This design comes from an exercise in tuning for small area, a short achievable clock period and few clock cycles per item on the open sky130 flow, not from production work. Where RTL was checked, it was by simulation tests only, not by an equivalence proof against the original.

Design sm3_expnd_top, start of the top module:
module sm3_expnd_top (
    input  logic      clk,
    input  logic      rst_n,
    input  sm3_expnd_pkg::sm3_word_t pad_d_i,
    input  logic      pad_vld_i,
    input  logic      pad_lst_i,
    output logic      pad_rdy_o,
    output sm3_expnd_pkg::sm3_word_t wj_o,
    output sm3_expnd_pkg::sm3_word_t wjj_o,
    output logic      expnd_vld_o,
    output logic      expnd_lst_o
);
    logic sel_exp;
    logic sel_wexp;
    logic sel_pad;
    sm3_expnd_ctrl u_ctrl (
        .clk         (clk),
        .rst_n       (rst_n),
        .pad_vld_i   (pad_vld_i),
        .pad_lst_i   (pad_lst_i),
        .pad_rdy_o   (pad_rdy_o),
        .sel_exp_o   (sel_exp),
        .sel_wexp_o  (sel_wexp),
        .sel_pad_o   (sel_pad),
        .expnd_vld_o (expnd_vld_o),
        .expnd_lst_o (expnd_lst_o)
    );
    sm3_word_window u_window (
        .clk       (clk),
        .sel_exp_i (sel_exp),
        .sel_wexp_i(sel_wexp),
        .sel_pad_i (sel_pad),
        .pad_d_i   (pad_d_i),
        .wj_o      (wj_o),
        .wjj_o     (wjj_o)
    );
endmodule
Size: about 1000 cells after synthesis, about 570 flip-flops, about 0.015 mm2 of cells after synthesis.
clock: 3.5 ns
lec_check: 0
cap_margin: 20
core_margin: 2
core_utilization: 40
setup_slack_margin: 1.7
slew_margin: 20
standard.sh (not shown) runs the stock make flow with config.mk's settings and CLKGATE_MAP_FILE= SYNTH_SCRIPT=/design/flow/synth_recipe.tcl, a recipe that flattens the netlist after the stock synthesis.
==> flow/flow/run.sh <==
#!/bin/bash
# The standard layout, with every port buffered by a buf_2 instead of the
# buffer buffer_ports picks by itself, and one level of sink clustering in CTS.
set -euo pipefail
export BUFFER_PORTS_ARGS="-buffer_cell sky130_fd_sc_hd__buf_2"
export CTS_ARGS="-sink_clustering_enable -repair_clock_nets -sink_clustering_size 30 -sink_clustering_max_diameter 80 -sink_clustering_levels 1"
bash standard.sh finish > standard.log 2>&1
Testbench counts at the start, summed over its fixed seeds: cycles 6,272, items 6,144.
Change:
==> flow/flow/run.sh (replaced) <==
#!/bin/bash
# The standard layout, with every port buffered by a buf_2 instead of the
# buffer buffer_ports picks by itself.
set -euo pipefail
export BUFFER_PORTS_ARGS="-buffer_cell sky130_fd_sc_hd__buf_2"
bash standard.sh finish > standard.log 2>&1
--- a/flow/config.mk
+++ b/flow/config.mk
@@ -7,0 +8 @@
+export ABC_AREA = 1
@@ -10 +11,3 @@
-export CORE_UTILIZATION = 40
+export CORE_UTILIZATION = 65
+export CTS_CLUSTER_DIAMETER = 80
+export CTS_CLUSTER_SIZE = 30
Effect: Clock-buffer cell count came out higher by 1. Die area goes down by 30%. Non-clock buffer count does not change. Final cell count rose by 39%. Setup slack improved by 0.017 ns. Sequential share of layout area falls by 5.8 points. First-iteration DRC count is higher to 3.4 times its value.

* * *

== exp/raven ==
sm3_expnd_top again, from the RTL that the note above started with.
clock: 3.5 ns
lec_check: 0
cap_margin: 20
core_margin: 2
core_utilization: 65
cts_cluster_diameter: 80
cts_cluster_size: 30
setup_slack_margin: 1.6
slew_margin: 20
==> flow/flow/run.sh <==
#!/bin/bash
# The standard layout, with every port buffered by a buf_2 instead of the
# buffer buffer_ports picks by itself.
set -euo pipefail
export BUFFER_PORTS_ARGS="-buffer_cell sky130_fd_sc_hd__buf_2"
bash standard.sh finish > standard.log 2>&1
Testbench counts of exp/raven, summed over its fixed seeds: cycles 6,272, items 6,144.
Relative to exp/raven, the following input files were edited for exp/cedar:
- swapping 65 for 80 in CORE_UTILIZATION
- swapping 1.6 for 1.7 in SETUP_SLACK_MARGIN
## What came out
- Compared to exp/raven, exp/cedar has hold slack 0.025 ns lower.
- Across both runs, number of tap cells inserted was lower for exp/cedar than for exp/raven.
- Post-detailed-placement cell area down 110 um2 in exp/cedar wrt exp/raven
- exp/cedar gives more arrival time at the worst endpoint than exp/raven did.
- Floorplan row count down 6 in exp/cedar wrt exp/raven
- Floorplan die area delta (exp/cedar − exp/raven): favourable
- Of exp/cedar and exp/raven, the run reporting the lower global-route wire length before repair was exp/raven.
- exp/cedar against exp/raven: delay of the slowest cell on the worst path now larger.
--- input diff exp/cedar..exp/umber ---
- a change of CORE_UTILIZATION from 80 to 65
- a change of SETUP_SLACK_MARGIN from 1.7 to 1.9
==> comparison <==
The final layouts of exp/umber and exp/cedar pass the timing, DRC and antenna checks. Register-to-register slack | exp/umber above exp/cedar. In exp/umber, the final cell count came out 112 above the value in exp/cedar. Of exp/umber and exp/cedar, it is exp/umber that has the lower post-detailed-routing wire length. flip-flop to output pin as the category of the critical setup timing path was reported by exp/umber, and flip-flop to flip-flop by exp/cedar. On placer congestion estimate, exp/umber and exp/cedar are neck and neck.
Inputs modified between exp/umber and exp/quartz:
- a change of SETUP_SLACK_MARGIN from 1.9 to 1.8
- a change of CORE_UTILIZATION from 65 to 40
==> flow/run.sh (new file) <==
#!/bin/bash
# synth_recipe.tcl (not shown) runs the flow's synth.tcl, then flattens the netlist and writes it again
# the make line also repeats each setting of config.mk as NAME=value (left out here)
make -C /OpenROAD-flow-scripts/flow DESIGN_CONFIG=/design/flow/config.mk WORK_HOME=/design/flow/orfs CLKGATE_MAP_FILE= SYNTH_SCRIPT=/design/flow/synth_recipe.tcl finish
removed: flow/flow/run.sh
removed: flow/standard.sh
exp/quartz vs exp/umber on register-to-register setup slack: exp/quartz is the lower one.
Across exp/quartz and exp/umber, none had a timing, DRC or antenna violation.
Synthesized area across exp/quartz and exp/umber: no real change.
Instance count after placement with tap cells included: exp/quartz vs exp/umber up 194
exp/quartz against exp/umber: fmax barely changed, via count dropped about 1.5%, minimum clock period climbed 0.0052 ns.
Here is what was changed in the inputs of exp/maple compared with exp/quartz.
- changing CORE_UTILIZATION from 40 to 65
- changing SETUP_SLACK_MARGIN from 1.8 to 1.7
==> flow/flow/run.sh (new file) <==
#!/bin/bash
# The standard layout, with every port buffered by a buf_2 instead of the
# buffer buffer_ports picks by itself.
set -euo pipefail
export BUFFER_PORTS_ARGS="-buffer_cell sky130_fd_sc_hd__buf_2"
bash standard.sh finish > standard.log 2>&1
==> flow/standard.sh (new file) <==
#!/bin/bash
# synth_recipe.tcl (not shown) runs the flow's synth.tcl, then flattens the netlist and writes it again
# the make line also repeats each setting of config.mk as NAME=value (left out here)
make -C /OpenROAD-flow-scripts/flow DESIGN_CONFIG=/design/flow/config.mk WORK_HOME=/design/flow/orfs CLKGATE_MAP_FILE= SYNTH_SCRIPT=/design/flow/synth_recipe.tcl "${@:-finish}"
removed: flow/run.sh
### Flow results
Count of vias placed by the detailed router, exp/quartz and exp/maple: smaller value in exp/maple. Going from exp/quartz to exp/maple, the share of final-layout standard cells stronger than drive strength 1 was found to have gone down by 11 points. exp/maple: cell area after layout lower than exp/quartz. Going from exp/quartz to exp/maple, depth of the most critical reg-to-reg path down 1; total wire length after detailed routing down 2900 um; layout buffering overhead excluding clock cells down 3.0 points. Re multi-input gate share of the layout cell area: exp/quartz was higher than exp/maple.

* * *

Another version of the RTL of sm3_expnd_top (not shown whole).
For scale: ~900 cells after synthesis, about 530 flip-flops, about 100 I/O pins.
==> flow/design.v (excerpt) <==
module sm3_expnd_top (
    input  logic      clk,
    input  logic      rst_n,
    input  sm3_expnd_pkg::sm3_word_t pad_d_i,
    input  logic      pad_vld_i,
    input  logic      pad_lst_i,
    output logic      pad_rdy_o,
    output sm3_expnd_pkg::sm3_word_t wj_o,
    output sm3_expnd_pkg::sm3_word_t wjj_o,
    output logic      expnd_vld_o,
    output logic      expnd_lst_o
);
Settings: LEC_CHECK=0, CAP_MARGIN=20, CORE_MARGIN=2, CORE_UTILIZATION=40, SETUP_SLACK_MARGIN=2.5, SLEW_MARGIN=20; clock period 3.5 ns.
run.sh (not shown) runs the stock make flow with config.mk's settings and CLKGATE_MAP_FILE= SYNTH_SCRIPT=/design/flow/synth_recipe.tcl, a recipe that flattens the netlist after the stock synthesis.
Stock flow here: none of the scripts above is used.
Change:
Settings changed: SETUP_SLACK_MARGIN 2.5 to 3.0.
After rerunning:
- cell area is about the same
- count of clock-buffer cells in the layout does not change
- clock skew hardly moves
- fmax hardly moves
- wire length is about the same
Change:
Settings changed: SETUP_SLACK_MARGIN 3.0 to 1.0.
The changed run went through all stages and came out clean.
Via count drops by about 4.4%.
Non-clock buffer count is lower by 59.
Flip-flop and latch count stays the same.
Sequential share of layout area went up by 4.0 points.
Register-to-register slack gets worse by 0.10 ns.
Clock-buffer cell count is lower by 3.
Critical path depth is unchanged.
Function was not checked in any run of this note: the RTL went through the layout flow alone.

* * *

Another version of the RTL of sm3_expnd_top (not shown whole).
Size in the first run: roughly 950 cells after synthesis, ~570 flip-flops.
make LEC_CHECK=0 CAP_MARGIN=20 CORE_MARGIN=2 CORE_UTILIZATION=40 CTS_BUF_LIST=sky130_fd_sc_hd__clkbuf_8 SETUP_SLACK_MARGIN=1.8 SLEW_MARGIN=20 finish   # period 3.5 ns
The first run completed without violations.
Testbench counts at the start, summed over its fixed seeds: cycles 6,536, items 6,144.
Change:
==> flow/flow/run.sh (new file) <==
#!/bin/bash
# The standard layout, with every port buffered by a buf_2 instead of the
# buffer buffer_ports picks by itself.
set -euo pipefail
export BUFFER_PORTS_ARGS="-buffer_cell sky130_fd_sc_hd__buf_2"
bash standard.sh finish > standard.log 2>&1
==> flow/standard.sh (new file) <==
#!/bin/bash
# synth_recipe.tcl (not shown) runs the flow's synth.tcl, then flattens the netlist and writes it again
# the make line also repeats each setting of config.mk as NAME=value (left out here)
make -C /OpenROAD-flow-scripts/flow DESIGN_CONFIG=/design/flow/config.mk WORK_HOME=/design/flow/orfs CLKGATE_MAP_FILE= SYNTH_SCRIPT=/design/flow/synth_recipe.tcl "${@:-finish}"
CTS_BUF_LIST = default   (was sky130_fd_sc_hd__clkbuf_8)
CTS_CLUSTER_DIAMETER = 80   (was default)
CTS_CLUSTER_SIZE = 30   (was default)
SETUP_SLACK_MARGIN = 1.7   (was 1.8)
removed: flow/run.sh
- The changed run produced a clean layout
- global-route usage falls by 1.3 points
- setup slack is better by 0.069 ns
- first-iteration DRC count rises by a quarter to a third
- final area falls by roughly a tenth
- die area does not change
- clock-buffer cell count falls by 88
- synthesized area is unchanged
Change:
==> flow/run.sh (new file) <==
#!/bin/bash
# synth_recipe.tcl (not shown) runs the flow's synth.tcl, then flattens the netlist and writes it again
# the make line also repeats each setting of config.mk as NAME=value (left out here)
make -C /OpenROAD-flow-scripts/flow DESIGN_CONFIG=/design/flow/config.mk WORK_HOME=/design/flow/orfs CLKGATE_MAP_FILE= SYNTH_SCRIPT=/design/flow/synth_recipe.tcl finish
CTS_CLUSTER_DIAMETER = default   (was 80)
CTS_CLUSTER_SIZE = default   (was 30)
SETUP_SLACK_MARGIN = 2.2   (was 1.7)
removed: flow/flow/run.sh
removed: flow/standard.sh
After rerunning: Routed wire length increases by 12%; global-route usage increases by 1.4 points; synthesized area stays the same; design area increases by 17%; setup slack gains 0.019 ns; via count increases by 9.6%.
Change:
==> flow/flow/run.sh (new file) <==
#!/bin/bash
# The standard layout, with every port buffered by a buf_2 instead of the
# buffer buffer_ports picks by itself.
set -euo pipefail
export BUFFER_PORTS_ARGS="-buffer_cell sky130_fd_sc_hd__buf_2"
bash standard.sh finish > standard.log 2>&1
==> flow/standard.sh (new file) <==
#!/bin/bash
# synth_recipe.tcl (not shown) runs the flow's synth.tcl, then flattens the netlist and writes it again
# the make line also repeats each setting of config.mk as NAME=value (left out here)
make -C /OpenROAD-flow-scripts/flow DESIGN_CONFIG=/design/flow/config.mk WORK_HOME=/design/flow/orfs CLKGATE_MAP_FILE= SYNTH_SCRIPT=/design/flow/synth_recipe.tcl "${@:-finish}"
CTS_CLUSTER_DIAMETER = 80   (was default)
CTS_CLUSTER_SIZE = 30   (was default)
SETUP_SLACK_MARGIN = 1.5   (was 2.2)
removed: flow/run.sh
Outcome: Final cell count goes down by a few percent; flip-flop and latch count stays the same; count of clock-buffer cells in the layout goes down by 48; routed wire length goes down by roughly a tenth; worst hold slack degrades by 0.072 ns; clock skew stays flat.

## afterwards: timing with drivers on the ports
Ports are ideal in the flow. The routed layouts listed here were re-timed in OpenROAD. Step 1 (the two cells are an assumption about what drives the block):
set clk [get_ports {clk}]
set_driving_cell -lib_cell sky130_fd_sc_hd__clkbuf_16 $clk
set_driving_cell -lib_cell sky130_fd_sc_hd__buf_2 [delete_from_list [all_inputs] $clk]
Step 2 moves the port delays by t, midway between the first and last clock arrival at a register: inputs arrive t later, outputs are due t later. That takes back most of the time a late clock gives input paths. a / b / c = ideal ports / drivers / drivers and shift; a / b = the first two.
run	shift t [ns]	slack for setup (ns)	hold WS [ns]	latest minus earliest clock arrival (ns)	worst data-port slew with drivers (ns)
the first run of note 1	0.610	1.688 / 1.638 / 1.543	0.142 / 0.114 / 0.316	0.020 / 0.020	0.04
the second run of note 1	0.583	1.705 / 1.655 / 1.506	0.157 / 0.130 / 0.305	0.031 / 0.031	0.04
exp/raven	0.574	1.677 / 1.630 / 1.586	0.166 / 0.140 / 0.329	0.037 / 0.038	0.03
exp/cedar	0.586	1.661 / 1.629 / 1.585	0.140 / 0.123 / 0.311	0.035 / 0.034	0.04
exp/umber	0.585	1.687 / 1.640 / 1.767	0.151 / 0.124 / 0.296	0.032 / 0.032	0.03
exp/quartz	0.615	1.682 / 1.633 / 1.343	0.311 / 0.311 / 0.311	0.033 / 0.033	0.06
exp/maple	0.575	1.697 / 1.650 / 1.654	0.168 / 0.142 / 0.329	0.036 / 0.036	0.03
the first run of note 3	0.594	1.559 / 1.510 / 1.267	0.319 / 0.300 / 0.319	0.012 / 0.012	0.04
the second run of note 3	0.594	1.557 / 1.507 / 1.267	0.076 / 0.050 / 0.319	0.011 / 0.012	0.04
the third run of note 3	0.595	1.084 / 1.036 / 0.995	0.312 / 0.312 / 0.312	0.027 / 0.027	0.04
the first run of note 4	0.641	1.626 / 1.579 / 1.302	0.305 / 0.305 / 0.305	0.026 / 0.025	0.04
the second run of note 4	0.585	1.695 / 1.644 / 1.751	0.121 / 0.092 / 0.328	0.015 / 0.016	0.04
the third run of note 4	0.593	1.714 / 1.662 / 1.546	0.196 / 0.165 / 0.319	0.015 / 0.015	0.05
the fourth run of note 4	0.585	1.607 / 1.556 / 1.638	0.124 / 0.096 / 0.328	0.015 / 0.015	0.04
After both steps setup and hold are still met in every run listed. The setup slack of exp/quartz, which loses most, moves by -0.049 ns with the drivers and by -0.339 ns with both steps.
